What follows belongs to an exercise in optimizing a design on an open flow for small area, a short achievable clock period and few clock cycles; a production flow would make more cautious choices. The RTL was checked by simulation tests, not by an equivalence proof against the original design. Power is estimated from default activity; no workload was simulated.

==> flow/design.v, too long to show whole: its modules and the start of the top module <==
// module image_buffer: 87 lines
// module reg_bank: 103 lines
// module frame_sequencer: 81 lines
// module conv_kernel: 1994 lines
// module bias_unit: 29 lines
// module cnn_accel_top: 131 lines
module cnn_accel_top (
	input  wire logic                      clk,
	input  wire logic                      rstn,
	input  wire logic                      req_i,
	input  wire logic                      we_i,
	input  wire logic [REG_AW-1:0]         addr_i,
	input  wire logic [DATA_W-1:0]         wdata_i,
	output      logic                      ack_o,
	output      logic [DATA_W-1:0]         rdata_o,
	output      logic [N_KERN*PIX_W-1:0]   out_pixel_o,
	output      logic                      out_valid_o
);
  // ...
==> flow/run.sh <==
#!/bin/bash
# synth_recipe.tcl (not shown) runs the flow's synth.tcl, then flattens the netlist and writes it again
# the make line also repeats each setting of config.mk as NAME=value (left out here)
make -C /OpenROAD-flow-scripts/flow DESIGN_CONFIG=/design/flow/config.mk WORK_HOME=/design/flow/orfs CLKGATE_MAP_FILE= SYNTH_SCRIPT=/design/flow/synth_recipe.tcl finish
==> flow/config.mk <==
export PLATFORM = sky130hd
export DESIGN_NAME = cnn_accel_top
export DESIGN_NICKNAME = cnn_accel_top
export VERILOG_FILES = /design/flow/design.v
export SDC_FILE = /design/flow/constraint.sdc
export NUM_CORES = 4
export LEC_CHECK = 0
export CAP_MARGIN = 20
export CORE_MARGIN = 2
export CORE_UTILIZATION = 40
export SLEW_MARGIN = 20
==> flow/constraint.sdc <==
create_clock -name core_clock -period 15.0 [get_ports {clk}]
set_input_delay 3.0000 -clock core_clock [delete_from_list [all_inputs] [get_ports {clk}]]
set_output_delay 3.0000 -clock core_clock [all_outputs]
set_load 0.01 [all_outputs]
==> run_results.csv, run 1 <==
group,metric,value,unit
detailed_routing,top_layer,"met5",
yosys,ys_seq_area_share,43.2,%
power_and_ir_drop,p_switching,7.29,mW
final_layout,antenna_cells,24,
final_layout,dominant-cell-class,"multi-input combinational cells",
die,die_area,432000,um2
timing,fmax,96.3,MHz
final_layout,sh_seq_area,39.1,%
yosys,yosys-top-cells-count,"dfxtp_1, inv_1, clkbuf_1, fa_1, a21oi_1",
final_layout,final_cell_area,189000,um2
timing,final_hold_viol_count,0,
final_layout,seq_area,73800,um2
place,dp_hpwl,448000,um
setup_path,crit_type,"flip-flop to flip-flop",
global_routing,antenna_found_initial,72,
yosys,synth_top_area_share,32.7,%
run,drv_cap,0,
timing,final.setup_skew,0.131,ns
setup_path,endpoint,"i_bias_unit.bias_o[63]",
timing,min_period_over_period,69.2,%
die,io_pins,108,
power_and_ir_drop,clockPowerShare,37.4,%
yosys,synthMostInstantiatedCell,"dfxtp_1",
global_routing,grt_overflow,0,
clock_network,clockBufferDepth,4,
setup_path,slowest_stage,"dfrtp_4",
final_layout,final.fill_count,39500,
global_routing,grtUsageMet2,38.8,%
power_and_ir_drop,power_frac_comb,21.4,%
power_and_ir_drop,seqPwrFrac,41.2,%
setup_path,endpoint_kind,"flip-flop",
yosys,muxShareOfSynthArea,6.80,%
clock_network,cts.sinks,3396,
setup_path,cp_slowest_stage_delay,0.77,ns
timing,fin_setup_tns,0,ns
detailed_routing,routed_via_density,5.83,
final_layout,instances_no_fill,21800,
yosys,yosysTopAreaCell,"dfxtp_1",
global_routing,grt_max_degree,65,
outcome,outcome,"timing/DRC/antenna clean",
Testbench counts, summed over its fixed seeds: cycles 12,838.
==> module image_buffer, before the edit <==
module image_buffer (
	input  wire logic                          clk,
	input  wire logic                          rstn,
	input  wire logic                          we_i,
	input  wire logic [IMG_AW-1:0]             waddr_i,
	input  wire logic [PIX_W-1:0]              wdata_i,
	output      logic [IMG_AW-1:0]             phase_o,
	output      logic [N_RTAP-1:0][PIX_W-1:0]  tap_o      
);
	localparam int NPT = IMG_DEPTH / 4;   
	logic [IMG_AW-1:0]   phase_q;
	logic [IMG_AW-1:0]   slot;       
	logic                direct;     
	logic [1:0]          pv_q;       
	logic [1:0][1:0]     pcnt_q;     
	logic [1:0][5:0]     ppt_q;      
	logic [1:0][PIX_W-1:0] pdata_q;
	logic [1:0]          pdone;      
	logic                enq_b;      
	logic                wr_en;
	logic [5:0]          wr_pt;
	logic [PIX_W-1:0]    wr_data;
	logic [PIX_W-1:0]    ring [IMG_DEPTH];
	assign phase_o = phase_q;
	assign slot    = waddr_i - phase_q - 1'b1;
	assign direct  = (slot[1:0] == 2'd0);
	assign pdone   = pv_q & {pcnt_q[1] == 2'd0, pcnt_q[0] == 2'd0};
	assign enq_b   = pv_q[0] && !pdone[0];
	always_ff @(posedge clk or negedge rstn) begin
		if (!rstn) begin
			phase_q <= '0;
			pv_q    <= '0;
		end else begin
			phase_q <= phase_q + 1'b1;
			for (int e = 0; e < 2; e++) begin
				if (pdone[e]) pv_q[e] <= 1'b0;
			end
			if (we_i && !direct) pv_q[enq_b] <= 1'b1;
		end
	end
	always_ff @(posedge clk) begin
		for (int e = 0; e < 2; e++) begin
			pcnt_q[e] <= pcnt_q[e] - 1'b1;
		end
		if (we_i && !direct) begin
			pcnt_q[enq_b]  <= slot[1:0] - 1'b1;
			ppt_q[enq_b]   <= slot[7:2];
			pdata_q[enq_b] <= wdata_i;
		end
	end
	always_comb begin
		wr_en   = 1'b1;
		wr_pt   = slot[7:2];
		wr_data = wdata_i;
		if (we_i && direct) begin
			wr_pt   = slot[7:2];
			wr_data = wdata_i;
		end else if (pdone[0]) begin
			wr_pt   = ppt_q[0];
			wr_data = pdata_q[0];
		end else if (pdone[1]) begin
			wr_pt   = ppt_q[1];
			wr_data = pdata_q[1];
		end else begin
			wr_en   = 1'b0;
		end
	end
	for (genvar s = 0; s < IMG_DEPTH; s++) begin : g_slot
		logic [PIX_W-1:0] q;
		if (s % 4 == 0) begin : g_wr
			always_ff @(posedge clk) begin
				if (wr_en && wr_pt == 6'(s / 4))
					q <= wr_data;
				else
					q <= ring[(s + 1) % IMG_DEPTH];
			end
		end else begin : g_shift
			always_ff @(posedge clk) begin
				q <= ring[(s + 1) % IMG_DEPTH];
			end
		end
		assign ring[s] = q;
	end
	for (genvar k = 0; k < N_RTAP; k++) begin : g_tap
		assign tap_o[k] = ring[k * (IMG_DEPTH / N_RTAP)];
	end
endmodule
==> module reg_bank, before the edit <==
module reg_bank (
	input  wire logic                                    clk,
	input  wire logic                                    rstn,
	input  wire logic                                    req_i,
	input  wire logic                                    we_i,
	input  wire logic [REG_AW-1:0]                       addr_i,
	input  wire logic [DATA_W-1:0]                       wdata_i,
	input  wire logic                                    done_i,
	output      logic                                    ack_o,
	output      logic [DATA_W-1:0]                       rdata_o,
	output      logic [DIM_W-1:0]                        width_o,
	output      logic [DIM_W-1:0]                        height_o,
	output      logic                                    act_type_o,
	output      logic [4:0]                              bias_shift_o,
	output      logic [2:0]                              act_shift_o,
	output      logic [N_KERN-1:0][BIAS_W-1:0]           bias_o,
	output      logic [N_TAPS-1:0][N_KERN-1:0][PIX_W-1:0] weight_o,
	output      logic                                    start_o,
	output      logic                                    img_we_o,
	output      logic [IMG_AW-1:0]                       img_waddr_o,
	output      logic [PIX_W-1:0]                        img_wdata_o
);
	logic              ack_q;
	logic              wr_q;        
	logic [REG_AW-1:0] waddr_q;
	logic [DATA_W-1:0] wdata_q;
	logic [IMG_AW:0]   img_idx_q;   
	logic [DATA_W-1:0] rd_mux;
	assign ack_o = ack_q;
	always_ff @(posedge clk or negedge rstn) begin
		if (!rstn) begin
			ack_q <= 1'b0;
			wr_q  <= 1'b0;
		end else begin
			ack_q <= req_i;
			wr_q  <= req_i && !ack_q && we_i;
		end
	end
	always_ff @(posedge clk) begin
		waddr_q <= addr_i;
		wdata_q <= wdata_i;
	end
	always_ff @(posedge clk or negedge rstn) begin
		if (!rstn) begin
			width_o      <= DIM_W'(MAX_DIM);
			height_o     <= DIM_W'(MAX_DIM);
			act_type_o   <= ACT_RELU;
			bias_shift_o <= RESET_BIAS_SHIFT;
			act_shift_o  <= RESET_ACT_SHIFT;
			img_idx_q    <= '0;
		end else if (wr_q) begin
			case (waddr_q)
				REG_DIM: begin
					width_o  <= wdata_q[DIM_W-1:0];
					height_o <= wdata_q[16+DIM_W-1:16];
				end
				REG_LAYER_CFG: begin
					act_type_o   <= wdata_q[3];
					bias_shift_o <= wdata_q[12:8];
					act_shift_o  <= wdata_q[15:13];
				end
				REG_IMG_INDEX: img_idx_q <= wdata_q[IMG_AW:0];
				REG_IMG_DATA:  img_idx_q <= img_idx_q + 1'b1;
				default: ;
			endcase
		end
	end
	always_ff @(posedge clk) begin
		if (wr_q) begin
			for (int k = 0; k < N_KERN; k++) begin
				if (waddr_q == REG_BIAS_BASE + REG_AW'(k)) bias_o[k] <= wdata_q[BIAS_W-1:0];
			end
			for (int t = 0; t < N_TAPS; t++) begin
				if (waddr_q == REG_WEIGHT_BASE + REG_AW'(t)) weight_o[t] <= wdata_q;
			end
		end
	end
	assign start_o     = wr_q && (waddr_q == REG_START) && wdata_q[0];
	assign img_we_o    = wr_q && (waddr_q == REG_IMG_DATA);
	assign img_waddr_o = img_idx_q[IMG_AW-1:0];
	assign img_wdata_o = wdata_q[PIX_W-1:0];
	always_comb begin
		rd_mux = '0;
		case (addr_i)
			REG_DIM:       rd_mux = {{(16-DIM_W){1'b0}}, height_o, {(16-DIM_W){1'b0}}, width_o};
			REG_LAYER_CFG: rd_mux = {16'b0, act_shift_o, bias_shift_o, 4'b0, act_type_o, 3'b0};
			REG_DONE:      rd_mux = {{(DATA_W-1){1'b0}}, done_i};
			REG_IMG_INDEX: rd_mux = DATA_W'(img_idx_q);
			default: ;
		endcase
		for (int k = 0; k < N_KERN; k++) begin
			if (addr_i == REG_BIAS_BASE + REG_AW'(k)) rd_mux = DATA_W'(bias_o[k]);
		end
		for (int t = 0; t < N_TAPS; t++) begin
			if (addr_i == REG_WEIGHT_BASE + REG_AW'(t)) rd_mux = weight_o[t];
		end
	end
	always_ff @(posedge clk) begin
		if (!ack_q) begin
			rdata_o <= rd_mux;
		end
	end
endmodule
==> module frame_sequencer, before the edit <==
module frame_sequencer (
	input  wire logic                          clk,
	input  wire logic                          rstn,
	input  wire logic                          start_i,
	input  wire logic [DIM_W-1:0]              width_i,
	input  wire logic [DIM_W-1:0]              height_i,
	input  wire logic [IMG_AW-1:0]             phase_i,
	input  wire logic [N_RTAP-1:0][PIX_W-1:0]  tap_i,
	output      logic [PIX_W-1:0]              top_o,
	output      logic [PIX_W-1:0]              mid_o,
	output      logic [PIX_W-1:0]              bot_o,
	output      logic                          first_col_o,   
	output      logic                          last_col_o,    
	output      logic                          beat_o,        
	output      logic                          last_o         
);
	logic             wait_q;
	logic             run_q;
	logic             go;
	logic [3:0]       tap_sel_q;
	logic [DIM_W-1:0] col_q;
	logic [DIM_W-1:0] row_q;
	logic [PIX_W-1:0] x_q;
	logic [LB_LEN-1:0][PIX_W-1:0] lb1_q;
	logic [LB_LEN-1:0][PIX_W-1:0] lb2_q;
	logic [PIX_W-1:0] mid_q;
	logic [PIX_W-1:0] top_q;
	assign go = (start_i || wait_q) && (phase_i[3:0] == 4'hf);
	always_ff @(posedge clk or negedge rstn) begin
		if (!rstn) begin
			wait_q      <= 1'b0;
			run_q       <= 1'b0;
			tap_sel_q   <= '0;
			col_q       <= '0;
			row_q       <= '0;
			first_col_o <= 1'b0;
			last_col_o  <= 1'b0;
			beat_o      <= 1'b0;
			last_o      <= 1'b0;
		end else begin
			if (go) begin
				wait_q    <= 1'b0;
				run_q     <= 1'b1;
				tap_sel_q <= 4'd15 - phase_i[7:4];
				col_q     <= '0;
				row_q     <= '0;
			end else begin
				if (start_i) wait_q <= 1'b1;
				if (run_q) begin
					if (row_q == height_i + 1'b1) begin
						run_q <= 1'b0;
					end else if (col_q == width_i - 1'b1) begin
						col_q <= '0;
						row_q <= row_q + 1'b1;
					end else begin
						col_q <= col_q + 1'b1;
					end
				end
			end
			first_col_o <= (col_q == '0);
			last_col_o  <= (col_q == width_i - 1'b1);
			beat_o      <= run_q && (row_q != '0) && !(row_q == DIM_W'(1) && col_q == '0);
			last_o      <= run_q && (row_q == height_i + 1'b1);
		end
	end
	always_ff @(posedge clk) begin
		x_q <= (run_q && row_q < height_i) ? tap_i[tap_sel_q] : '0;
	end
	always_ff @(posedge clk) begin
		lb1_q <= {lb1_q[LB_LEN-2:0], x_q};
		lb2_q <= {lb2_q[LB_LEN-2:0], mid_q};
		mid_q <= (width_i == DIM_W'(1)) ? x_q   : lb1_q[width_i - 2'd2];
		if (row_q <= DIM_W'(1))
			top_q <= '0;
		else
			top_q <= (width_i == DIM_W'(1)) ? mid_q : lb2_q[width_i - 2'd2];
	end
	assign bot_o = x_q;
	assign mid_o = mid_q;
	assign top_o = top_q;
endmodule
==> module bias_unit, before the edit <==
module bias_unit (
	input  wire logic                                    clk,
	input  wire logic                                    rstn,
	input  wire logic [N_KERN-1:0][BIAS_W-1:0]           bias_i,
	input  wire logic [4:0]                              bias_shift_i,
	input  wire logic [N_TAPS-1:0][N_KERN-1:0][PIX_W-1:0] weight_i,
	output      logic [N_KERN-1:0][ACC_W-1:0]            bias_o
);
	logic [1:0]       sel_q;
	logic [9:0]       nsum;
	logic [ACC_W-1:0] term;
	always_ff @(posedge clk or negedge rstn) begin
		if (!rstn) sel_q <= '0;
		else       sel_q <= sel_q + 1'b1;
	end
	always_comb begin
		nsum = '0;
		for (int t = 0; t < N_TAPS; t++) begin
			nsum = nsum + 10'({weight_i[t][sel_q][7], 1'b0, weight_i[t][sel_q][5], 1'b0,
			                   weight_i[t][sel_q][3], 1'b0, weight_i[t][sel_q][1]});
		end
		term = (ACC_W'($signed(bias_i[sel_q])) << bias_shift_i) - ((ACC_W'(nsum) << 9) - ACC_W'(nsum));
	end
	always_ff @(posedge clk) begin
		for (int k = 0; k < N_KERN; k++) begin
			if (sel_q == 2'(k)) bias_o[k] <= term;
		end
	end
endmodule
==> module cnn_accel_top, before the edit <==
module cnn_accel_top (
	input  wire logic                      clk,
	input  wire logic                      rstn,
	input  wire logic                      req_i,
	input  wire logic                      we_i,
	input  wire logic [REG_AW-1:0]         addr_i,
	input  wire logic [DATA_W-1:0]         wdata_i,
	output      logic                      ack_o,
	output      logic [DATA_W-1:0]         rdata_o,
	output      logic [N_KERN*PIX_W-1:0]   out_pixel_o,
	output      logic                      out_valid_o
);
	logic [DIM_W-1:0]                        width;
	logic [DIM_W-1:0]                        height;
	logic                                    act_type;
	logic [4:0]                              bias_shift;
	logic [2:0]                              act_shift;
	logic [N_KERN-1:0][BIAS_W-1:0]           bias;
	logic [N_TAPS-1:0][N_KERN-1:0][PIX_W-1:0] weight;
	logic                                    start;
	logic                                    img_we;
	logic [IMG_AW-1:0]                       img_waddr;
	logic [PIX_W-1:0]                        img_wdata;
	logic [IMG_AW-1:0]                       phase;
	logic [N_RTAP-1:0][PIX_W-1:0]            tap;
	logic [PIX_W-1:0]                        top, mid, bot;
	logic                                    first_col;
	logic                                    last_col;
	logic [2:0][PIX_W-1:0]                   px0, px1, px2;
	logic                                    beat;
	logic                                    last;
	logic                                    beat_q;     
	logic                                    last_q;
	logic                                    valid_q;    
	logic                                    done_q;
	logic [N_KERN-1:0][N_TAPS-1:0][PIX_W-1:0] kern_w;    
	logic [N_KERN-1:0][PIX_W-1:0]            kern_act;
	logic [N_KERN-1:0][ACC_W-1:0]            bias_term;
	reg_bank i_reg_bank (
		.clk          (clk),
		.rstn         (rstn),
		.req_i        (req_i),
		.we_i         (we_i),
		.addr_i       (addr_i),
		.wdata_i      (wdata_i),
		.done_i       (done_q),
		.ack_o        (ack_o),
		.rdata_o      (rdata_o),
		.width_o      (width),
		.height_o     (height),
		.act_type_o   (act_type),
		.bias_shift_o (bias_shift),
		.act_shift_o  (act_shift),
		.bias_o       (bias),
		.weight_o     (weight),
		.start_o      (start),
		.img_we_o     (img_we),
		.img_waddr_o  (img_waddr),
		.img_wdata_o  (img_wdata)
	);
	image_buffer i_image_buffer (
		.clk     (clk),
		.rstn    (rstn),
		.we_i    (img_we),
		.waddr_i (img_waddr),
		.wdata_i (img_wdata),
		.phase_o (phase),
		.tap_o   (tap)
	);
	frame_sequencer i_frame_sequencer (
		.clk         (clk),
		.rstn        (rstn),
		.start_i     (start),
		.width_i     (width),
		.height_i    (height),
		.phase_i     (phase),
		.tap_i       (tap),
		.top_o       (top),
		.mid_o       (mid),
		.bot_o       (bot),
		.first_col_o (first_col),
		.last_col_o  (last_col),
		.beat_o      (beat),
		.last_o      (last)
	);
	assign px1 = {bot, mid, top};
	assign px0 = last_col  ? '0 : px1;
	assign px2 = first_col ? '0 : px1;
	bias_unit i_bias_unit (
		.clk          (clk),
		.rstn         (rstn),
		.bias_i       (bias),
		.bias_shift_i (bias_shift),
		.weight_i     (weight),
		.bias_o       (bias_term)
	);
	for (genvar k = 0; k < N_KERN; k++) begin : g_kern
		for (genvar t = 0; t < N_TAPS; t++) begin : g_tap
			assign kern_w[k][t] = weight[t][k];   
		end
		conv_kernel i_conv_kernel (
			.clk          (clk),
			.px0_i        (px0),
			.px1_i        (px1),
			.px2_i        (px2),
			.weight_i     (kern_w[k]),
			.bias_i       (bias_term[k]),
			.act_shift_i  (act_shift),
			.act_type_i   (act_type),
			.act_o        (kern_act[k])
		);
	end
	always_ff @(posedge clk or negedge rstn) begin
		if (!rstn) begin
			beat_q  <= 1'b0;
			last_q  <= 1'b0;
			valid_q <= 1'b0;
			done_q  <= 1'b0;
		end else begin
			beat_q  <= beat;
			last_q  <= last;
			valid_q <= beat_q;
			if (start)
				done_q <= 1'b0;
			else if (beat_q && last_q)
				done_q <= 1'b1;
		end
	end
	assign out_pixel_o = kern_act;
	assign out_valid_o = valid_q;
endmodule
==> inputs of run 2 (changes only) <==
--- a/flow/design.v
+++ b/flow/design.v
@@ -8,16 +8,17 @@
 	localparam int N_KERN    = 4;
 	localparam int N_TAPS    = 9;     
 	localparam int BIAS_W    = 16;
 	localparam int ACC_W     = 32;
 	localparam int REG_AW    = 6;
 	localparam int DATA_W    = 32;
 	localparam int N_RTAP    = 16;    
 	localparam int LB_LEN    = MAX_DIM - 1;
+	localparam int BT_W      = 25;    
 	localparam logic [REG_AW-1:0] REG_DIM         = 6'd0;   
 	localparam logic [REG_AW-1:0] REG_LAYER_CFG   = 6'd1;   
 	localparam logic [REG_AW-1:0] REG_START       = 6'd2;
 	localparam logic [REG_AW-1:0] REG_DONE        = 6'd3;
 	localparam logic [REG_AW-1:0] REG_IMG_INDEX   = 6'd4;
 	localparam logic [REG_AW-1:0] REG_IMG_DATA    = 6'd5;   
 	localparam logic [REG_AW-1:0] REG_BIAS_BASE   = 6'd8;   
 	localparam logic [REG_AW-1:0] REG_WEIGHT_BASE = 6'd16;  
@@ -28,47 +29,54 @@
 endpackage
 `default_nettype wire
 `timescale 1ns/1ps
 `default_nettype none
 import cnn_pkg::*;
 module image_buffer (
 	input  wire logic                          clk,
 	input  wire logic                          rstn,
-	input  wire logic                          we_i,
-	input  wire logic [IMG_AW-1:0]             waddr_i,
+	input  wire logic                          we_i,        
+	input  wire logic                          idx_we_i,    
+	input  wire logic [IMG_AW-1:0]             idx_i,       
 	input  wire logic [PIX_W-1:0]              wdata_i,
 	output      logic [IMG_AW-1:0]             phase_o,
 	output      logic [N_RTAP-1:0][PIX_W-1:0]  tap_o      
 );
 	localparam int NPT = IMG_DEPTH / 4;   
 	logic [IMG_AW-1:0]   phase_q;
 	logic [IMG_AW-1:0]   slot;       
+	logic [IMG_AW-1:0]   slot_q;     
 	logic                direct;     
 	logic [1:0]          pv_q;       
 	logic [1:0][1:0]     pcnt_q;     
 	logic [1:0][5:0]     ppt_q;      
 	logic [1:0][PIX_W-1:0] pdata_q;
 	logic [1:0]          pdone;      
 	logic                enq_b;      
 	logic                wr_en;
 	logic [5:0]          wr_pt;
 	logic [PIX_W-1:0]    wr_data;
 	logic [PIX_W-1:0]    ring [IMG_DEPTH];
 	assign phase_o = phase_q;
-	assign slot    = waddr_i - phase_q - 1'b1;
+	assign slot    = slot_q;
 	assign direct  = (slot[1:0] == 2'd0);
 	assign pdone   = pv_q & {pcnt_q[1] == 2'd0, pcnt_q[0] == 2'd0};
 	assign enq_b   = pv_q[0] && !pdone[0];
 	always_ff @(posedge clk or negedge rstn) begin
 		if (!rstn) begin
 			phase_q <= '0;
+			slot_q  <= '1;
 			pv_q    <= '0;
 		end else begin
 			phase_q <= phase_q + 1'b1;
+			if (idx_we_i)
+				slot_q <= idx_i - phase_q - 2'd2;
+			else if (!we_i)
+				slot_q <= slot_q - 1'b1;
 			for (int e = 0; e < 2; e++) begin
 				if (pdone[e]) pv_q[e] <= 1'b0;
 			end
 			if (we_i && !direct) pv_q[enq_b] <= 1'b1;
 		end
 	end
 	always_ff @(posedge clk) begin
 		for (int e = 0; e < 2; e++) begin
@@ -134,26 +142,32 @@
 	output      logic [DIM_W-1:0]                        width_o,
 	output      logic [DIM_W-1:0]                        height_o,
 	output      logic                                    act_type_o,
 	output      logic [4:0]                              bias_shift_o,
 	output      logic [2:0]                              act_shift_o,
 	output      logic [N_KERN-1:0][BIAS_W-1:0]           bias_o,
 	output      logic [N_TAPS-1:0][N_KERN-1:0][PIX_W-1:0] weight_o,
 	output      logic                                    start_o,
+	output      logic                                    cfg_wr_o,     
+	output      logic                                    other_wr_o,   
 	output      logic                                    img_we_o,
-	output      logic [IMG_AW-1:0]                       img_waddr_o,
+	output      logic                                    idx_we_o,
+	output      logic [IMG_AW-1:0]                       idx_wdata_o,
+	output      logic [IMG_AW:0]                         img_idx_o,
 	output      logic [PIX_W-1:0]                        img_wdata_o
 );
 	logic              ack_q;
 	logic              wr_q;        
 	logic [REG_AW-1:0] waddr_q;
 	logic [DATA_W-1:0] wdata_q;
 	logic [IMG_AW:0]   img_idx_q;   
 	logic [DATA_W-1:0] rd_mux;
+	logic              done_q;      
+	logic              done_rd;
 	assign ack_o = ack_q;
 	always_ff @(posedge clk or negedge rstn) begin
 		if (!rstn) begin
 			ack_q <= 1'b0;
 			wr_q  <= 1'b0;
 		end else begin
 			ack_q <= req_i;
 			wr_q  <= req_i && !ack_q && we_i;
@@ -195,136 +209,210 @@
 			end
 			for (int t = 0; t < N_TAPS; t++) begin
 				if (waddr_q == REG_WEIGHT_BASE + REG_AW'(t)) weight_o[t] <= wdata_q;
 			end
 		end
 	end
 	assign start_o     = wr_q && (waddr_q == REG_START) && wdata_q[0];
 	assign img_we_o    = wr_q && (waddr_q == REG_IMG_DATA);
-	assign img_waddr_o = img_idx_q[IMG_AW-1:0];
+	assign other_wr_o  = wr_q && (waddr_q != REG_IMG_DATA);
+	assign cfg_wr_o    = wr_q && ((waddr_q == REG_DIM) || (waddr_q == REG_LAYER_CFG) ||
+	                              (waddr_q[5:2] == 4'd2) ||                           
+	                              (waddr_q[5:3] == 3'd2) || (waddr_q == 6'd24));      
+	assign idx_we_o    = wr_q && (waddr_q == REG_IMG_INDEX);
+	assign idx_wdata_o = wdata_q[IMG_AW-1:0];
+	assign img_idx_o   = img_idx_q;
 	assign img_wdata_o = wdata_q[PIX_W-1:0];
+	always_ff @(posedge clk or negedge rstn) begin
+		if (!rstn)
+			done_q <= 1'b0;
+		else if (!ack_q)
+			done_q <= done_i;
+	end
+	assign done_rd = ack_q ? done_q : done_i;
 	always_comb begin
 		rd_mux = '0;
 		case (addr_i)
 			REG_DIM:       rd_mux = {{(16-DIM_W){1'b0}}, height_o, {(16-DIM_W){1'b0}}, width_o};
 			REG_LAYER_CFG: rd_mux = {16'b0, act_shift_o, bias_shift_o, 4'b0, act_type_o, 3'b0};
-			REG_DONE:      rd_mux = {{(DATA_W-1){1'b0}}, done_i};
+			REG_DONE:      rd_mux = {{(DATA_W-1){1'b0}}, done_rd};
 			REG_IMG_INDEX: rd_mux = DATA_W'(img_idx_q);
 			default: ;
 		endcase
 		for (int k = 0; k < N_KERN; k++) begin
 			if (addr_i == REG_BIAS_BASE + REG_AW'(k)) rd_mux = DATA_W'(bias_o[k]);
 		end
 		for (int t = 0; t < N_TAPS; t++) begin
 			if (addr_i == REG_WEIGHT_BASE + REG_AW'(t)) rd_mux = weight_o[t];
 		end
 	end
 	always_ff @(posedge clk) begin
-		if (!ack_q) begin
-			rdata_o <= rd_mux;
-		end
+		rdata_o <= rd_mux;
 	end
 endmodule
 `default_nettype wire
 `timescale 1ns/1ps
 `default_nettype none
 import cnn_pkg::*;
 module frame_sequencer (
 	input  wire logic                          clk,
 	input  wire logic                          rstn,
 	input  wire logic                          start_i,
+	input  wire logic                          cfg_wr_i,
+	input  wire logic                          other_wr_i,
+	input  wire logic                          img_we_i,
+	input  wire logic [IMG_AW:0]               img_idx_i,
 	input  wire logic [DIM_W-1:0]              width_i,
 	input  wire logic [DIM_W-1:0]              height_i,
 	input  wire logic [IMG_AW-1:0]             phase_i,
 	input  wire logic [N_RTAP-1:0][PIX_W-1:0]  tap_i,
-	output      logic [PIX_W-1:0]              top_o,
-	output      logic [PIX_W-1:0]              mid_o,
-	output      logic [PIX_W-1:0]              bot_o,
-	output      logic                          first_col_o,   
-	output      logic                          last_col_o,    
+	output      logic [2:0][PIX_W-1:0]         px0_o,    
+	output      logic [2:0][PIX_W-1:0]         px1_o,    
+	output      logic [2:0][PIX_W-1:0]         px2_o,    
 	output      logic                          beat_o,        
 	output      logic                          last_o         
 );
 	logic             wait_q;
 	logic             run_q;
 	logic             go;
 	logic [3:0]       tap_sel_q;
 	logic [DIM_W-1:0] col_q;
 	logic [DIM_W-1:0] row_q;
 	logic [PIX_W-1:0] x_q;
 	logic [LB_LEN-1:0][PIX_W-1:0] lb1_q;
 	logic [LB_LEN-1:0][PIX_W-1:0] lb2_q;
 	logic [PIX_W-1:0] mid_q;
-	logic [PIX_W-1:0] top_q;
-	assign go = (start_i || wait_q) && (phase_i[3:0] == 4'hf);
+	logic [PIX_W-1:0] x_d, mid_d, top_d;
+	logic             early_q;    
+	logic [DIM_W-1:0] wc_q, hc_q;
+	logic [9:0]       npix_q;     
+	logic             pred_v_q;   
+	logic [9:0]       pred_q;     
+	logic [2:0]       quiet_q;    
+	logic [2:0]       low_q;      
+	logic [2:0]       cfg_age_q;  
+	logic             low_wr;
+	logic             beat_step;  
+	logic             go_early;
+	logic             drop;
+	assign go = (start_i || wait_q) && !run_q && (phase_i[3:0] == 4'hf) &&
+	            (cfg_age_q >= 3'd4);
+	assign beat_step = (row_q != '0) && !(row_q == DIM_W'(1) && col_q == '0);
+	assign low_wr   = img_we_i && (img_idx_i < 9'd24);
+	assign go_early = !run_q && !wait_q && !start_i && pred_v_q && (quiet_q == 3'd7) &&
+	                  !low_wr && (low_q == '0) &&
+	                  (phase_i[3:0] == 4'hf) && (pred_q <= 10'(width_i) + 10'd2);
+	assign drop = run_q && early_q && !start_i && (cfg_wr_i || beat_step || low_wr);
+	always_ff @(posedge clk) begin
+		wc_q   <= width_i;
+		hc_q   <= height_i;
+		npix_q <= wc_q * hc_q;
+		if (img_we_i)
+			pred_q <= ((npix_q - 10'(img_idx_i)) << 1) - 1'b1;
+		else if (pred_q != '0)
+			pred_q <= pred_q - 1'b1;
+	end
+	always_ff @(posedge clk or negedge rstn) begin
+		if (!rstn) begin
+			pred_v_q <= 1'b0;
+			quiet_q  <= '0;
+			low_q    <= '0;
+			cfg_age_q <= '0;
+		end else begin
+			if (cfg_wr_i)
+				cfg_age_q <= '0;
+			else if (cfg_age_q != 3'd7)
+				cfg_age_q <= cfg_age_q + 1'b1;
+			if (low_wr)
+				low_q <= 3'd4;
+			else if (low_q != '0)
+				low_q <= low_q - 1'b1;
+			if (other_wr_i) begin
+				pred_v_q <= 1'b0;
+				quiet_q  <= '0;
+			end else begin
+				if (quiet_q != 3'd7) quiet_q <= quiet_q + 1'b1;
+				if (img_we_i)
+					pred_v_q <= 10'(img_idx_i) < npix_q;
+				else if (drop)
+					pred_v_q <= 1'b0;
+			end
+		end
+	end
 	always_ff @(posedge clk or negedge rstn) begin
 		if (!rstn) begin
 			wait_q      <= 1'b0;
 			run_q       <= 1'b0;
+			early_q     <= 1'b0;
 			tap_sel_q   <= '0;
 			col_q       <= '0;
 			row_q       <= '0;
-			first_col_o <= 1'b0;
-			last_col_o  <= 1'b0;
 			beat_o      <= 1'b0;
 			last_o      <= 1'b0;
 		end else begin
-			if (go) begin
+			if (go || go_early) begin
 				wait_q    <= 1'b0;
 				run_q     <= 1'b1;
+				early_q   <= go_early;
 				tap_sel_q <= 4'd15 - phase_i[7:4];
 				col_q     <= '0;
 				row_q     <= '0;
+			end else if (drop) begin
+				run_q     <= 1'b0;
+				early_q   <= 1'b0;
 			end else begin
-				if (start_i) wait_q <= 1'b1;
+				if (start_i) begin
+					if (run_q) early_q <= 1'b0;   
+					else       wait_q  <= 1'b1;
+				end
 				if (run_q) begin
 					if (row_q == height_i + 1'b1) begin
 						run_q <= 1'b0;
 					end else if (col_q == width_i - 1'b1) begin
 						col_q <= '0;
 						row_q <= row_q + 1'b1;
 					end else begin
 						col_q <= col_q + 1'b1;
 					end
 				end
 			end
-			first_col_o <= (col_q == '0);
-			last_col_o  <= (col_q == width_i - 1'b1);
-			beat_o      <= run_q && (row_q != '0) && !(row_q == DIM_W'(1) && col_q == '0);
-			last_o      <= run_q && (row_q == height_i + 1'b1);
+			beat_o      <= run_q && !drop && beat_step;
+			last_o      <= run_q && !drop && (row_q == height_i + 1'b1);
 		end
 	end
-	always_ff @(posedge clk) begin
-		x_q <= (run_q && row_q < height_i) ? tap_i[tap_sel_q] : '0;
+	always_comb begin
+		x_d   = (run_q && row_q < height_i) ? tap_i[tap_sel_q] : '0;
+		mid_d = (width_i == DIM_W'(1)) ? x_q : lb1_q[width_i - 2'd2];
+		if (row_q <= DIM_W'(1))
+			top_d = '0;
+		else
+			top_d = (width_i == DIM_W'(1)) ? mid_q : lb2_q[width_i - 2'd2];
 	end
 	always_ff @(posedge clk) begin
+		x_q   <= x_d;
+		mid_q <= mid_d;
 		lb1_q <= {lb1_q[LB_LEN-2:0], x_q};
 		lb2_q <= {lb2_q[LB_LEN-2:0], mid_q};
-		mid_q <= (width_i == DIM_W'(1)) ? x_q   : lb1_q[width_i - 2'd2];
-		if (row_q <= DIM_W'(1))
-			top_q <= '0;
-		else
-			top_q <= (width_i == DIM_W'(1)) ? mid_q : lb2_q[width_i - 2'd2];
+		px1_o <= {x_d, mid_d, top_d};
+		px0_o <= (col_q == width_i - 1'b1) ? '0 : {x_d, mid_d, top_d};
+		px2_o <= (col_q == '0)             ? '0 : {x_d, mid_d, top_d};
 	end
-	assign bot_o = x_q;
-	assign mid_o = mid_q;
-	assign top_o = top_q;
 endmodule
 `default_nettype wire
 `timescale 1ns/1ps
 `default_nettype none
 import cnn_pkg::*;
 module conv_kernel (
 	input  wire logic                         clk,
 	input  wire logic [2:0][PIX_W-1:0]        px0_i,
 	input  wire logic [2:0][PIX_W-1:0]        px1_i,
 	input  wire logic [2:0][PIX_W-1:0]        px2_i,
 	input  wire logic [N_TAPS-1:0][PIX_W-1:0] weight_i,
-	input  wire logic [ACC_W-1:0]             bias_i,       
+	input  wire logic [BT_W-1:0]              bias_i,       
 	input  wire logic [2:0]                   act_shift_i,
 	input  wire logic                         act_type_i,
 	output      logic [PIX_W-1:0]             act_o
 );
 	logic t0_1,
 	      t0_2,
 	      t0_3,
 	      t0_4,
@@ -1285,17 +1373,20 @@
 	logic [15:0] s1_d, s1_q;
 	logic [15:0] c1_d, c1_q;
 	logic [16:0] s2_d, s2_q;
 	logic [16:0] c2_d, c2_q;
 	logic [17:0] s3_d, s3_q;
 	logic [17:0] c3_d, c3_q;
 	logic [2:0][PIX_W-1:0] px0, px1, px2;
 	logic [N_TAPS-1:0][3:0] one, two, neg;   
-	logic [ACC_W-1:0] total;
+	logic [19:0]      low;        
+	logic             t31;        
+	logic             hi_or_u;    
+	logic             hi_and_u;   
 	assign px0 = px0_i;
 	assign px1 = px1_i;
 	assign px2 = px2_i;
 	always_comb begin
 		for (int t = 0; t < N_TAPS; t++) begin
 			for (int k = 0; k < 4; k++) begin
 				logic hi, mi, lo;
 				hi = weight_i[t][2*k+1];
@@ -2274,70 +2365,123 @@
 	always_ff @(posedge clk) begin
 		s1_q <= s1_d;
 		c1_q <= c1_d;
 		s2_q <= s2_d;
 		c2_q <= c2_d;
 		s3_q <= s3_d;
 		c3_q <= c3_d;
 	end
-	assign total = bias_i + ACC_W'(s3_q) + ACC_W'(c3_q);
+	assign low      = 20'(bias_i[18:0]) + 20'(s3_q) + 20'(c3_q);
+	assign t31      = low[19] ? bias_i[BT_W-3] : bias_i[BT_W-6];
+	assign hi_or_u  = low[19] ? bias_i[BT_W-2] : bias_i[BT_W-5];
+	assign hi_and_u = low[19] ? bias_i[BT_W-1] : bias_i[BT_W-4];
 	logic [PIX_W-1:0] win;       
 	logic             hi_or;     
 	logic             hi_and;    
 	logic             ovf_u;     
 	logic             lin_ok;    
 	logic [PIX_W-1:0] act_nxt;
 	always_comb begin
-		win    = 8'(total[14:0] >> act_shift_i);
-		hi_or  = |total[30:15];
-		hi_and = &total[30:15];
+		win    = 8'(low[14:0] >> act_shift_i);
+		hi_or  = hi_or_u | (|low[18:15]);
+		hi_and = hi_and_u & (&low[18:15]);
 		ovf_u  = hi_or;
 		for (int i = 8; i < 15; i++) begin
-			if (i >= 32'(act_shift_i) + 8) ovf_u = ovf_u | total[i];
+			if (i >= 32'(act_shift_i) + 8) ovf_u = ovf_u | low[i];
 		end
-		lin_ok = total[31] ? hi_and : !hi_or;
+		lin_ok = t31 ? hi_and : !hi_or;
 		for (int i = 7; i < 15; i++) begin
-			if (i >= 32'(act_shift_i) + 7) lin_ok = lin_ok & (total[i] == total[31]);
+			if (i >= 32'(act_shift_i) + 7) lin_ok = lin_ok & (low[i] == t31);
 		end
 		if (act_type_i == ACT_RELU)
-			act_nxt = total[31] ? 8'h00 : ovf_u ? 8'hff : win;
+			act_nxt = t31 ? 8'h00 : ovf_u ? 8'hff : win;
 		else
-			act_nxt = lin_ok ? win : total[31] ? 8'h80 : 8'h7f;
+			act_nxt = lin_ok ? win : t31 ? 8'h80 : 8'h7f;
 	end
 	always_ff @(posedge clk) begin
 		act_o <= act_nxt;
 	end
 endmodule
 module bias_unit (
 	input  wire logic                                    clk,
 	input  wire logic                                    rstn,
 	input  wire logic [N_KERN-1:0][BIAS_W-1:0]           bias_i,
 	input  wire logic [4:0]                              bias_shift_i,
 	input  wire logic [N_TAPS-1:0][N_KERN-1:0][PIX_W-1:0] weight_i,
-	output      logic [N_KERN-1:0][ACC_W-1:0]            bias_o
+	output      logic [N_KERN-1:0][BT_W-1:0]             bias_o
 );
-	logic [1:0]       sel_q;
-	logic [9:0]       nsum;
-	logic [ACC_W-1:0] term;
+	logic [N_KERN-1:0] sel_q;       
+	logic [1:0]        ch1_q, ch2_q;
+	logic [N_TAPS-1:0][3:0] sgn;    
+	logic [BIAS_W-1:0] bsel;
+	logic [3:0][2:0]   ps, pc;      
+	logic [3:0][2:0]   ps_q, pc_q;  
+	logic [3:0][3:0]   cnt;
+	logic [BIAS_W-1:0] bias1_q;
+	logic [9:0]        nsum;
+	logic [9:0]        nsum_q;      
+	logic [ACC_W-1:0]  sh_q;
+	logic [ACC_W-1:0]  term;
+	logic [12:0]       hi0, hi1;    
 	always_ff @(posedge clk or negedge rstn) begin
-		if (!rstn) sel_q <= '0;
-		else       sel_q <= sel_q + 1'b1;
+		if (!rstn) begin
+			sel_q <= 4'b0001;
+			ch1_q <= '0;
+			ch2_q <= '0;
+		end else begin
+			sel_q <= {sel_q[2:0], sel_q[3]};
+			for (int k = 0; k < N_KERN; k++) begin
+				if (sel_q[k]) ch1_q <= 2'(k);
+			end
+			ch2_q <= ch1_q;
+		end
 	end
 	always_comb begin
-		nsum = '0;
-		for (int t = 0; t < N_TAPS; t++) begin
-			nsum = nsum + 10'({weight_i[t][sel_q][7], 1'b0, weight_i[t][sel_q][5], 1'b0,
-			                   weight_i[t][sel_q][3], 1'b0, weight_i[t][sel_q][1]});
+		bsel = '0;
+		for (int t = 0; t < N_TAPS; t++) sgn[t] = '0;
+		for (int k = 0; k < N_KERN; k++) begin
+			if (sel_q[k]) begin
+				bsel = bsel | bias_i[k];
+				for (int t = 0; t < N_TAPS; t++) begin
+					sgn[t] = sgn[t] | {weight_i[t][k][7], weight_i[t][k][5],
+					                   weight_i[t][k][3], weight_i[t][k][1]};
+				end
+			end
 		end
-		term = (ACC_W'($signed(bias_i[sel_q])) << bias_shift_i) - ((ACC_W'(nsum) << 9) - ACC_W'(nsum));
+		for (int b = 0; b < 4; b++) begin
+			for (int i = 0; i < 3; i++) begin
+				ps[b][i] = sgn[3*i][b] ^ sgn[3*i+1][b] ^ sgn[3*i+2][b];
+				pc[b][i] = (sgn[3*i][b] & sgn[3*i+1][b]) | (sgn[3*i+2][b] & (sgn[3*i][b] ^ sgn[3*i+1][b]));
+			end
+		end
+	end
+	always_ff @(posedge clk) begin
+		ps_q    <= ps;
+		pc_q    <= pc;
+		bias1_q <= bsel;
+	end
+	always_comb begin
+		for (int b = 0; b < 4; b++) begin
+			cnt[b] = 4'(ps_q[b][0]) + 4'(ps_q[b][1]) + 4'(ps_q[b][2]) +
+			         ((4'(pc_q[b][0]) + 4'(pc_q[b][1]) + 4'(pc_q[b][2])) << 1);
+		end
+	end
+	assign nsum = 10'(cnt[0]) + (10'(cnt[1]) << 2) + (10'(cnt[2]) << 4) + (10'(cnt[3]) << 6);
+	always_ff @(posedge clk) begin
+		nsum_q <= nsum;
+		sh_q   <= ACC_W'($signed(bias1_q)) << bias_shift_i;
 	end
+	assign term = sh_q - ((ACC_W'(nsum_q) << 9) - ACC_W'(nsum_q));
+	assign hi0  = term[31:19];
+	assign hi1  = term[31:19] + 1'b1;
 	always_ff @(posedge clk) begin
 		for (int k = 0; k < N_KERN; k++) begin
-			if (sel_q == 2'(k)) bias_o[k] <= term;
+			if (ch2_q == 2'(k)) bias_o[k] <= {&hi1[11:0], |hi1[11:0], hi1[12],
+			                                  &hi0[11:0], |hi0[11:0], hi0[12], term[18:0]};
 		end
 	end
 endmodule
 `default_nettype wire
 `timescale 1ns/1ps
 `default_nettype none
 import cnn_pkg::*;
 module cnn_accel_top (
@@ -2355,34 +2499,35 @@
 	logic [DIM_W-1:0]                        width;
 	logic [DIM_W-1:0]                        height;
 	logic                                    act_type;
 	logic [4:0]                              bias_shift;
 	logic [2:0]                              act_shift;
 	logic [N_KERN-1:0][BIAS_W-1:0]           bias;
 	logic [N_TAPS-1:0][N_KERN-1:0][PIX_W-1:0] weight;
 	logic                                    start;
+	logic                                    cfg_wr;
+	logic                                    other_wr;
 	logic                                    img_we;
-	logic [IMG_AW-1:0]                       img_waddr;
+	logic                                    idx_we;
+	logic [IMG_AW-1:0]                       idx_wdata;
+	logic [IMG_AW:0]                         img_idx;
 	logic [PIX_W-1:0]                        img_wdata;
 	logic [IMG_AW-1:0]                       phase;
 	logic [N_RTAP-1:0][PIX_W-1:0]            tap;
-	logic [PIX_W-1:0]                        top, mid, bot;
-	logic                                    first_col;
-	logic                                    last_col;
 	logic [2:0][PIX_W-1:0]                   px0, px1, px2;
 	logic                                    beat;
 	logic                                    last;
 	logic                                    beat_q;     
 	logic                                    last_q;
 	logic                                    valid_q;    
 	logic                                    done_q;
 	logic [N_KERN-1:0][N_TAPS-1:0][PIX_W-1:0] kern_w;    
 	logic [N_KERN-1:0][PIX_W-1:0]            kern_act;
-	logic [N_KERN-1:0][ACC_W-1:0]            bias_term;
+	logic [N_KERN-1:0][BT_W-1:0]             bias_term;
 	reg_bank i_reg_bank (
 		.clk          (clk),
 		.rstn         (rstn),
 		.req_i        (req_i),
 		.we_i         (we_i),
 		.addr_i       (addr_i),
 		.wdata_i      (wdata_i),
 		.done_i       (done_q),
@@ -2391,48 +2536,52 @@
 		.width_o      (width),
 		.height_o     (height),
 		.act_type_o   (act_type),
 		.bias_shift_o (bias_shift),
 		.act_shift_o  (act_shift),
 		.bias_o       (bias),
 		.weight_o     (weight),
 		.start_o      (start),
+		.cfg_wr_o     (cfg_wr),
+		.other_wr_o   (other_wr),
 		.img_we_o     (img_we),
-		.img_waddr_o  (img_waddr),
+		.idx_we_o     (idx_we),
+		.idx_wdata_o  (idx_wdata),
+		.img_idx_o    (img_idx),
 		.img_wdata_o  (img_wdata)
 	);
 	image_buffer i_image_buffer (
 		.clk     (clk),
 		.rstn    (rstn),
 		.we_i    (img_we),
-		.waddr_i (img_waddr),
+		.idx_we_i (idx_we),
+		.idx_i   (idx_wdata),
 		.wdata_i (img_wdata),
 		.phase_o (phase),
 		.tap_o   (tap)
 	);
 	frame_sequencer i_frame_sequencer (
 		.clk         (clk),
 		.rstn        (rstn),
 		.start_i     (start),
+		.cfg_wr_i    (cfg_wr),
+		.other_wr_i  (other_wr),
+		.img_we_i    (img_we),
+		.img_idx_i   (img_idx),
 		.width_i     (width),
 		.height_i    (height),
 		.phase_i     (phase),
 		.tap_i       (tap),
-		.top_o       (top),
-		.mid_o       (mid),
-		.bot_o       (bot),
-		.first_col_o (first_col),
-		.last_col_o  (last_col),
+		.px0_o       (px0),
+		.px1_o       (px1),
+		.px2_o       (px2),
 		.beat_o      (beat),
 		.last_o      (last)
 	);
-	assign px1 = {bot, mid, top};
-	assign px0 = last_col  ? '0 : px1;
-	assign px2 = first_col ? '0 : px1;
 	bias_unit i_bias_unit (
 		.clk          (clk),
 		.rstn         (rstn),
 		.bias_i       (bias),
 		.bias_shift_i (bias_shift),
 		.weight_i     (weight),
 		.bias_o       (bias_term)
 	);
==> flow/flow/run.sh (new file) <==
#!/bin/bash
set -uo pipefail
bash standard.sh SETUP_SLACK_MARGIN=10.5 \
	"BUFFER_PORTS_ARGS=-buffer_cell sky130_fd_sc_hd__buf_4" finish > standard.log 2>&1
rc=$?
tail -n 40 standard.log
exit $rc
==> flow/standard.sh (new file) <==
#!/bin/bash
# synth_recipe.tcl (not shown) runs the flow's synth.tcl, then flattens the netlist and writes it again
# the make line also repeats each setting of config.mk as NAME=value (left out here)
make -C /OpenROAD-flow-scripts/flow DESIGN_CONFIG=/design/flow/config.mk WORK_HOME=/design/flow/orfs CLKGATE_MAP_FILE= SYNTH_SCRIPT=/design/flow/synth_recipe.tcl "${@:-finish}"
==> flow/config.mk (replaced) <==
export PLATFORM = sky130hd
export DESIGN_NAME = cnn_accel_top
export DESIGN_NICKNAME = cnn_accel_top
export VERILOG_FILES = /design/flow/design.v
export SDC_FILE = /design/flow/constraint.sdc
export NUM_CORES = 4
export LEC_CHECK = 0
export ABC_AREA = 1
export CAP_MARGIN = 20
export CORE_MARGIN = 2
export CORE_UTILIZATION = 55
export SLEW_MARGIN = 20
removed: flow/run.sh
==> run 2 against run 1 <==
Against the previous run: global-route usage up 8.0 points; power increased by 19%; die area shrank 31%.
==> run_results.csv, run 2 <==
group,metric,value,unit
setup_path,endpoint_kind,"flip-flop",
timing,setup_violations,0,
yosys,synth-edff-count,490,
clock_network,hold_buffers,0,
detailed_routing,routed_wl,538000,um
final_layout,layout_commonest_cell,"dfxtp_1",
clock_network,cts_buffers,353,
final_layout,largest_reg_flops,2048,
final_layout,final_nets,18100,
min_path,hp-class,"flip-flop to flip-flop",
yosys,synth_top_area_share,36.8,%
power_and_ir_drop,clockPowerShare,33.2,%
timing,min_period_over_period,30.0,%
timing,relSlewSlack,11.3,%
place,placed_area,166000,um2
global_routing,grt_pass1_wl,764000,um
timing,worst_pin_slew,1.33,ns
yosys,synthTopCellsByArea,"dfxtp_1, fa_1, edfxtp_1, xor2_1, nand2_1",
yosys,synthFlopType,"dfxtp_1",
final_layout,top_regs,"i_image_buffer.g_slot.q (2048), i_reg_bank.weight_o (288)",
setup_path,critPathArrivalTime,5.29,ns
detailed_routing,drc,0,
die,num_rows,198,
detailed_routing,wl_per_cell,26.0,um
final_layout,final.fill_count,24500,
final_layout,regMostFlops,"i_image_buffer.g_slot.q",
clock_network,clockBufferDepth,4,
final_layout,final_cell_area,182000,um2
yosys,synthMostInstantiatedCell,"dfxtp_1",
clock_network,cts.clk_slew.worst_paths,0.07,ns
clock_network,root_buffer,"clkbuf_16",
timing,fin_hold_ws,0.273,ns
yosys,ys_warn_count,7,
power_and_ir_drop,cellPowerDensity,155,nW/um2
global_routing,antenna_found_initial,77,
die,initial_core_util,55.4,%
clock_network,clock_latency,0.95,ns
setup_path,start_kind,"flip-flop",
yosys,ys_seq_area_share,47.4,%
timing,fmax,222,MHz
detailed_routing,first_pass_iters,6,
final_layout,drive_gt1_share,9.86,%
place,place.gp.congestion,1.04,
power_and_ir_drop,power.internal,18.5,mW
global_routing,grt_pass1_vias,109000,
detailed_routing,ant_nets,0,
yosys,synth_area,161000,um2
final_layout,final_cell_mix,"dfxtp_1, nand2_1, inv_1",
timing,fin_setup_tns,0,ns
global_routing,grt_max_degree,86,
yosys,async_reset_ff_share,2.53,%
setup_path,crit_required,15.79,ns
timing,drv_slew,0,
global_routing,grt_overflow,0,
die,die_area,298000,um2
detailed_routing,vias,115000,
clock_network,tritoncts,"done",
setup_path,cp_max_fo,22,
final_layout,area_delta_synth_final,12.5,%
power_and_ir_drop,p_leak,80.3,nW
place,io_buffers,107,
clock_network,cts_max_level,5,
power_and_ir_drop,seqPwrFrac,37.9,%
yosys,yosysTopAreaCell,"dfxtp_1",
power_and_ir_drop,swShare,34.1,%
die,die_x,546,um
detailed_routing,routed_via_density,5.56,
die,coreArea,292000,um2
outcome,outcome,"timing/DRC/antenna clean",
setup_path,crit_type,"flip-flop to flip-flop",
global_routing,track_usage,35.5,%
timing,final.setup_skew,0.0772,ns
yosys,netlist_instances,16300,
die,io_pins,108,
place,dp_hpwl,411000,um
yosys,syn-mean-instance-area,9.91,um2
timing,finalWorstPathRequiredPeriod,4.50,ns
timing,rsz0062_at_grt,"yes",
run,drv_cap,0,
die,die_y,546,um
timing,final_hold_viol_count,0,
power_and_ir_drop,p_switching,9.57,mW
clock_network,cts.sinks,3552,
detailed_routing,drt_iter0_markers,14200,
yosys,synth_cell_type_count,67,
yosys,yosys-top-cells-count,"dfxtp_1, nand2_1, inv_1, xor2_1, fa_1",
power_and_ir_drop,power_frac_comb,28.9,%
power_and_ir_drop,peakVddDrop,0.000176,V
yosys,synth-seq-cells,3552,
## run 2: cell types whose count changed after synthesis, sizes merged, moves of 182 or more
cell / change
a21oi: -714
a22oi: -298
clkbuf: -692
dfxtp: +182
inv: +922
mux2: -589
nand2: +1273
o21a: -188
o21ai: +524
o21bai: -386
o221ai: -371
o22ai: +215
xnor2: -189
xor2: +1101
## run 2: worst paths after layout
check / startpoint / to / slack, ns / cells after the start
worst max-delay path: i_frame_sequencer.px1_o[15] / g_kern[2].i_conv_kernel.c2_q[13] / 10.50 / 11
worst min-delay path: i_image_buffer.g_slot[12].q[7] / i_image_buffer.g_slot[11].q[7] / 0.27 / 0
worst max register to register: i_frame_sequencer.px1_o[15] / g_kern[2].i_conv_kernel.c2_q[13] / 10.50 / 11
worst min register to register: i_image_buffer.g_slot[12].q[7] / i_image_buffer.g_slot[11].q[7] / 0.27 / 0
max in group asynchronous: rstn / i_reg_bank.width_o[0] / 11.47 / 2
min in group asynchronous: rstn / i_frame_sequencer.tap_sel_q[2] / 2.07 / 1
## run 2: cell families after synthesis
logic type | count (synthesis) | synth area share, %
mux | 7 | 0.0434
compound gates | 2898 | 10.3
xor+xnor | 1322 | 7.17
buf+inv | 3102 | 7.27
fa+ha+maj | 1607 | 18.3
flops | 3552 | 47.4
simple gates | 3799 | 9.54
## run 2: layer usage
metal | share of wire, % | global-route usage [%] | wire length (um) | up-vias
met3 | 13 | 12.9 | 69500 | 1042
met5 | 0.16 | 0.449 | 872 | -
li1 | - | - | - | 52400
met2 | 38 | 47.1 | 206000 | 5893
met1 | 45 | 52.7 | 240000 | 55600
met4 | 4.1 | 12.4 | 22200 | 40
## run 2: timing repair
item,4_1_cts,5_1_grt
pin swaps,1,68
endpoints found under the setup margin,268,429
gates cloned,1,0
gates resized for setup,122,265
buffers inserted,82,130
## run 2: cell type report
type	count	area, um2	share of cell area (%)
flip-flops and latches	3552	76600	42.2
multi-input cells	9633	74300	40.9
clock buffers	486	10300	5.65
inverters	2426	9240	5.09
well taps	3900	4880	2.69
repair buffers	505	4010	2.21
clock inverters	158	2220	1.22
diodes	33	82.6	0.0455
repair inverters	1	7.51	0.00413
## run 2: worst max-delay path: stages, from the launching register on
cell and delay (ns):
dfxtp_2 0.49, buf_4 0.29, clkinv_2 0.23, buf_6 0.27, o22ai_1 0.23, xor2_1 0.19, fa_1 0.48, fa_1 0.46
fa_1 0.52, inv_1 0.06, fa_1 0.40, fa_1 0.74
## run 2: power groups by stage
stage,sequential (mW),clock (mW),combinational (mW)
finish,10.7,9.33,8.12
floorplan,10.6,0,5.25
CTS,10.6,9.43,7.96
global route,10.7,9.81,9.17
global placement,10.8,0,7.85
detailed placement,10.8,0,7.92
## run 2: stage by stage
step / util [%] / power (mW) / cells / worst slack (ns)
2_1_floorplan: - / 15.9 / 16300 / 10.54
3_3_place_gp: 56.9 / 18.7 / 19800 / 9.14
3_5_place_dp: 57.0 / 18.8 / 19800 / 9.07
4_1_cts: 61.6 / 28.0 / 20500 / 10.38
5_1_grt: 62.3 / 29.7 / 20700 / 10.36
6_report: 62.3 / 28.1 / 20700 / 10.50
Testbench counts of run 2, summed over its fixed seeds: cycles 12,534.
==> inputs of run 3 (changes only) <==
--- a/flow/design.v
+++ b/flow/design.v
@@ -283,4 +283,7 @@
 	logic [PIX_W-1:0] mid_q;
 	logic [PIX_W-1:0] x_d, mid_d, top_d;
+	logic [2:0][PIX_W-1:0] px_q;
+	logic             not_l_q;    
+	logic             not_f_q;    
 	logic             early_q;    
 	logic [DIM_W-1:0] wc_q, hc_q;
@@ -393,8 +396,11 @@
 		lb1_q <= {lb1_q[LB_LEN-2:0], x_q};
 		lb2_q <= {lb2_q[LB_LEN-2:0], mid_q};
-		px1_o <= {x_d, mid_d, top_d};
-		px0_o <= (col_q == width_i - 1'b1) ? '0 : {x_d, mid_d, top_d};
-		px2_o <= (col_q == '0)             ? '0 : {x_d, mid_d, top_d};
+		px_q    <= {x_d, mid_d, top_d};
+		not_l_q <= (col_q != width_i - 1'b1);
+		not_f_q <= (col_q != '0);
 	end
+	assign px1_o = px_q;
+	assign px0_o = px_q & {(3*PIX_W){not_l_q}};
+	assign px2_o = px_q & {(3*PIX_W){not_f_q}};
 endmodule
 `default_nettype wire
--- a/flow/config.mk
+++ b/flow/config.mk
@@ -10,3 +10,5 @@
 export CORE_MARGIN = 2
 export CORE_UTILIZATION = 55
+export CTS_CLUSTER_DIAMETER = 50
+export CTS_CLUSTER_SIZE = 24
 export SLEW_MARGIN = 20
==> run 3 against run 2 <==
Against the previous run: via count down 0.72%; register-to-register slack better by 0.02 ns; final cell count down 2.1%; wire length down 0.38%; fmax down 0.29%; sequential power about the same; sequential cell count down 46; still clean on timing, DRC and antenna; global-route usage up 0.47 points; power down 3.8%.
==> run_results.csv, run 3 <==
group,metric,value,unit
outcome,outcome,"timing/DRC/antenna clean",
global_routing,grtUsageMet2,52.9,%
timing,rsz0062_at_grt,"yes",
detailed_routing,vias,114000,
final_layout,area_delta_synth_final,12.3,%
yosys,netlist_instances,16000,
timing,worst_pin_slew,1.26,ns
die,coreArea,288000,um2
global_routing,grt_overflow,0,
clock_network,cts_max_level,5,
setup_path,cp_slowest_stage_delay,0.42,ns
timing,finalWorstPathRequiredPeriod,4.52,ns
place,place.gp.congestion,1.03,
setup_path,start_kind,"flip-flop",
yosys,synth-seq-cells,3506,
place,io_buffers,107,
clock_network,hold_buffers,0,
power_and_ir_drop,cellPowerDensity,151,nW/um2
run,drv_cap,0,
final_layout,final_cell_area,179000,um2
detailed_routing,ant_nets,0,
min_path,min_path_cells,0,
global_routing,met3_usage,9.00,%
yosys,async_reset_ff_share,2.57,%
min_path,hold_start,"i_image_buffer.g_slot[246].q[2]",
final_layout,final_cell_mix,"dfxtp_1, nand2_1, inv_1",
timing,fmax,221,MHz
detailed_routing,first_pass_iters,9,
global_routing,grt_pass1_wl,761000,um
die,initial_core_util,55.3,%
timing,fin_setup_tns,0,ns
yosys,yosysTopAreaCell,"dfxtp_1",
yosys,synthFlopType,"dfxtp_1",
final_layout,top_regs,"i_image_buffer.g_slot.q (2048), i_reg_bank.weight_o (288)",
final_layout,final_nets,17800,
clock_network,cts_buffers,316,
yosys,synth-edff-count,490,
detailed_routing,drt_iter0_markers,13800,
setup_path,crit_required,12.00,ns
global_routing,grt_pass1_vias,108000,
die,io_pins,108,
yosys,ys_seq_area_share,47.4,%
min_path,holdPathEnd,"i_image_buffer.g_slot[245].q[2]",
final_layout,final.fill_count,24100,
yosys,syn-mean-instance-area,9.95,um2
final_layout,drive_gt1_share,10.2,%
setup_path,r2r_slack,10.52,ns
place,placed_area,164000,um2
timing,relSlewSlack,15.6,%
detailed_routing,routed_wl,536000,um
setup_path,critPathArrivalTime,1.52,ns
setup_path,crit_chain,"buf_6",
timing,setup_violations,0,
global_routing,grt_busiest_layer,"met2",
setup_path,endpoint_kind,"output pin",
yosys,ys_warn_count,7,
yosys,synth_cell_type_count,67,
timing,min_period_over_period,30.1,%
setup_path,slowest_stage,"dfrtp_1",
final_layout,instances_no_fill,20300,
timing,fin_hold_ws,0.303,ns
setup_path,worstReg2RegStart,"i_bias_unit.pc_q[0]",
setup_path,rr_endpoint,"i_bias_unit.nsum_q[7]",
yosys,synth_area,160000,um2
setup_path,crit_buf_inv,1,
yosys,synth_top_area_share,36.7,%
setup_path,cp_max_fo,1,
timing,final.setup_skew,0.0848,ns
clock_network,clock_latency,0.95,ns
setup_path,startpoint,"valid_q",
timing,final_hold_viol_count,0,
detailed_routing,routed_via_density,5.64,
clock_network,cts.sinks,3506,
clock_network,clockBufferDepth,4,
die,num_rows,197,
clock_network,root_buffer,"clkbuf_16",
final_layout,largest_reg_flops,2048,
place,dp_cells,19400,
die,die_x,543,um
setup_path,reg2regPathDepth,15,
place,dp_hpwl,405000,um
yosys,synthMostInstantiatedCell,"dfxtp_1",
final_layout,postLayoutCoreUtil,62.1,%
setup_path,crit_type,"flip-flop to output pin",
global_routing,grt_max_degree,87,
die,die_area,294000,um2
yosys,yosys-top-cells-count,"dfxtp_1, nand2_1, inv_1, fa_1, xor2_1",
min_path,hp-class,"flip-flop to flip-flop",
global_routing,track_usage,36.0,%
setup_path,crit_family,"flip-flops",
clock_network,tritoncts,"done",
global_routing,antenna_found_initial,57,
timing,drv_slew,0,
die,die_y,543,um
final_layout,layout_commonest_cell,"dfxtp_1",
clock_network,cts.clk_slew.worst_paths,0.08,ns
global_routing,grt_use_met1,50.1,%
yosys,synthTopCellsByArea,"dfxtp_1, fa_1, edfxtp_1, xor2_1, nand2_1",
detailed_routing,wl_per_cell,26.5,um
power_and_ir_drop,peakVddDrop,0.000199,V
final_layout,regMostFlops,"i_image_buffer.g_slot.q",
power_and_ir_drop,p_leak,78.7,nW
detailed_routing,drc,0,
run 3: changes by cell type after synthesis, moves of 17 or more:
cell      previous run  this run
nor2_1             972       923
o211ai_1            75        40
xor2_1            1289      1161
o22ai_1            968      1011
a21oi_1            433       535
o21ai_0            962      1060
dfxtp_1           2972      2926
nand2_1           2269      2198
nand3_1            263       242
or2_2               39        22
inv_2              109        92
inv_1             2251      2101
a31oi_1             25        48
and2_1              28         5
run 3: what timing repair did:
action,CTS,global route
setup buffers,110,100
setup endpoints to repair,295,296
cloned,3,3
pin swaps,7,84
gates resized for setup,219,264
run 3: kinds of logic after synthesis:
family,Yosys count,synth area share [%]
fa+ha+maj,1607,18.5
xor+xnor,1202,6.60
buf+inv,2950,7.02
simple gates,3622,9.22
compound gates,3141,11.2
flops,3506,47.4
mux,8,0.0510
run 3: worst register-to-register path, delay by kind of cell, from the launching register on:
| kind | cells | cell delay [ns] |
|---|---|---|
| flip-flops | 1 | 0.33 |
| adder cells (fa/ha/maj) | 6 | 2.10 |
| AND/OR/NAND/NOR | 2 | 0.14 |
| AO/OA/AOI/OAI | 2 | 0.32 |
| XOR/XNOR | 3 | 1.30 |
| buffers and inverters | 2 | 0.11 |
run 3: how the worst max path moves through the flow:
stage / to / slack (ns) / cells past startpoint
after floorplan: i_reg_bank.rdata_o[11] / 10.49 / 10
after global placement: i_reg_bank.rdata_o[15] / 9.22 / 11
after detailed placement: i_reg_bank.rdata_o[15] / 9.15 / 11
after CTS: out_valid_o / 10.39 / 1
after global routing: g_kern[0].i_conv_kernel.c2_q[8] / 10.40 / 16
final: out_valid_o / 10.48 / 1
run 3: metrics by stage:
stage | total power, mW | worst slack, ns
6_report | 27.0 | 10.48
5_1_grt | 28.6 | 10.40
4_1_cts | 27.1 | 10.39
3_5_place_dp | 18.5 | 9.15
3_3_place_gp | 18.4 | 9.22
2_1_floorplan | 15.7 | 10.49
run 3: layout make-up:
class                           instances  area, um2  share of cell area [%]
Clock buffer                          351       8230                    4.60
Clock inverter                        231       3180                    1.78
Tap cell                             3781       4730                    2.64
Multi-Input combinational cell       9580      74000                    41.3
Antenna cell                           35       87.6                  0.0489
Inverter                             2261       8630                    4.82
Sequential cell                      3506      75700                    42.3
Timing Repair Buffer                  522       4510                    2.52
run 3: report_power, final:
| group | internal, mW | leakage (nW) | total, mW | switching, mW |
|---|---|---|---|---|
| Sequential | 10.1 | 29.4 | 10.5 | 0.327 |
| Clock | 4.50 | 5.45 | 8.64 | 4.15 |
| Combinational | 2.74 | 43.8 | 7.94 | 5.21 |
| Total | 17.4 | 78.7 | 27.0 | 9.68 |
run 3: routing by layer:
metal  up-vias  share of wire [%]
met3      1202                 10
met5         -              0.053
li1      52000                  -
met2      5512                 42
met1     55500                 42
met4        26                5.4
Testbench counts of run 3, summed over its fixed seeds: cycles 12,534.
==> inputs of run 4 (changes only) <==
--- a/flow/config.mk
+++ b/flow/config.mk
@@ -9,5 +9,5 @@
 export CAP_MARGIN = 20
 export CORE_MARGIN = 2
-export CORE_UTILIZATION = 55
+export CORE_UTILIZATION = 65
 export CTS_CLUSTER_DIAMETER = 50
 export CTS_CLUSTER_SIZE = 24
==> run 4 against run 3 <==
Against the previous run: still clean on timing, DRC and antenna; first-iteration DRC count rose by 35%; core utilization increased by 11 points; sequential cell count unchanged; clock skew up 0.090 ns; register-to-register slack got worse by 0.14 ns; synthesized cell count unchanged; fmax shrank 2.3%; count of clock-buffer cells in the layout is 25 lower; final cell count down 3.1%; non-clock buffer count is 9 higher.
==> run_results.csv, run 4 <==
group,metric,value,unit
yosys,yosys-top-cells-count,"dfxtp_1, nand2_1, inv_1, fa_1, xor2_1",
clock_network,clock_latency,1.03,ns
timing,finalWorstPathRequiredPeriod,4.62,ns
outcome,outcome,"timing/DRC/antenna clean",
clock_network,cts_buffers,292,
global_routing,grt_overflow,0,
yosys,ys_warn_count,7,
power_and_ir_drop,cellPowerDensity,154,nW/um2
yosys,synthTopCellsByArea,"dfxtp_1, fa_1, edfxtp_1, xor2_1, nand2_1",
die,coreArea,244000,um2
timing,fmax,216,MHz
clock_network,cts_max_level,5,
timing,min_period_over_period,30.8,%
timing,setup_violations,0,
yosys,synthFlopType,"dfxtp_1",
final_layout,drive_gt1_share,9.70,%
yosys,yosysTopAreaCell,"dfxtp_1",
setup_path,cp_max_fo,7,
setup_path,endpoint_kind,"flip-flop",
detailed_routing,first_pass_iters,9,
clock_network,cts.sinks,3506,
detailed_routing,vias,125000,
timing,drv_slew,0,
place,io_buffers,107,
min_path,holdPathEnd,"i_image_buffer.g_slot[166].q[4]",
yosys,syn-mean-instance-area,9.95,um2
clock_network,hold_buffers,0,
timing,final_hold_viol_count,0,
final_layout,multi_input_area,74000,um2
timing,relSlewSlack,6.27,%
timing,finalWorstSetupSlack,10.38,ns
setup_path,crit_required,15.84,ns
power_and_ir_drop,p_leak,78.1,nW
min_path,hp-class,"flip-flop to flip-flop",
run 4: cell count changes in the layout (fill, tap and decap cells not counted), moves of 15 or more:
| cell | previous run | this run |
|---|---|---|
| inv_8 | 32 | 17 |
| clkinv_8 | 39 | 17 |
| clkbuf_16 | 321 | 302 |
| diode_2 | 35 | 69 |
| nand2_1 | 2170 | 2151 |
| a21oi_1 | 504 | 480 |
| a21oi_2 | 26 | 45 |
run 4: how the worst max path moves through the flow:
stage,from,to,slack (ns)
global route,i_bias_unit.nsum_q[9],i_bias_unit.bias_o[74],10.39
CTS,i_reg_bank.rdata_o[21],rdata_o[21],10.43
finish,i_reg_bank.width_o[2],i_frame_sequencer.row_q[2],10.38
global placement,addr_i[4],i_reg_bank.rdata_o[15],9.54
floorplan,addr_i[4],i_reg_bank.rdata_o[11],10.49
detailed placement,addr_i[3],i_reg_bank.rdata_o[1],9.45
run 4: area by class of cell:
cell class	instances	share of cell area, %
diodes	69	0.0976
clock buffers	326	4.33
clock inverters	161	1.27
inverters	2261	4.89
multi-input cells	9580	41.8
flip-flops and latches	3506	42.8
well taps	3202	2.26
repair buffers	531	2.55
run 4: cells by family (layout without fill, tap and decap cells):
family                   count (synthesis)  after routing  share of synthesized area (%)
AND/OR/NAND/NOR                       3622           3622                           9.22
flip-flops                            3506           3506                           47.4
AO/OA/AOI/OAI                         3141           3141                           11.2
buffers and inverters                 2950           3279                           7.02
adder cells (fa/ha/maj)               1607           1607                           18.5
XOR/XNOR                              1202           1202                           6.60
multiplexers                             8              8                         0.0510
other                                    0             69                              0
run 4: metrics by stage:
stage | util [%] | hold slack, ns | instance area [um2] | power [mW]
after floorplan | - | 0.310 | 160000 | 15.7
after global placement | 67.0 | 0.309 | 163000 | 18.7
after detailed placement | 67.0 | 0.312 | 163000 | 18.9
after CTS | 71.7 | 0.252 | 175000 | 26.9
after global routing | 72.6 | 0.272 | 177000 | 28.4
final | 72.6 | 0.251 | 177000 | 27.3
run 4: timing repair:
action | in CTS | in global routing
gates cloned | 3 | 2
pin swaps | 7 | 33
setup buffers | 103 | 120
gates resized for setup | 222 | 263
hold endpoints to repair | 0 | 0
endpoints found under the setup margin | 298 | 251
run 4: critical path: stages, from the launching register on:
cell and delay, ns:
dfrtp_1 0.61, inv_1 0.32, ha_2 0.56, clkinvlp_4 0.14, ha_1 0.31, nand2_1 0.08
inv_1 0.06, a221oi_1 0.29, o21ai_0 0.14, o21ai_0 0.17, nand2_1 0.25, nand2_4 0.27
clkinvlp_4 0.29, nand2_1 0.25, nand2_1 0.23, inv_1 0.20, nand3_1 0.10, nand2_1 0.09
a21oi_1 0.05
run 4: power breakdown:
| group | internal [mW] | total (mW) | switching (mW) |
|---|---|---|---|
| combinational | 2.83 | 8.70 | 5.87 |
| sequential | 10.1 | 10.6 | 0.444 |
| clock | 4.12 | 8.04 | 3.91 |
run 4: routing by layer:
layer  share of wire [%]  routed length, um  vias up  global-route usage [%]
li1                    -                  -    52000                       -
met1                  35             214000    60500                    59.3
met2                  42             251000     9909                    68.2
met3                  15              89200     2350                    19.2
met4                 8.0              48200       36                    30.0
met5                0.12                694        -                   0.386

Check on run 4: ideal ports give 10.376 ns setup slack; a clkbuf_16 on the clock port and buf_2 on the inputs give 10.344 ns; moving port delays by the midpoint clock arrival (1.053 ns) as well gives 9.409 ns.
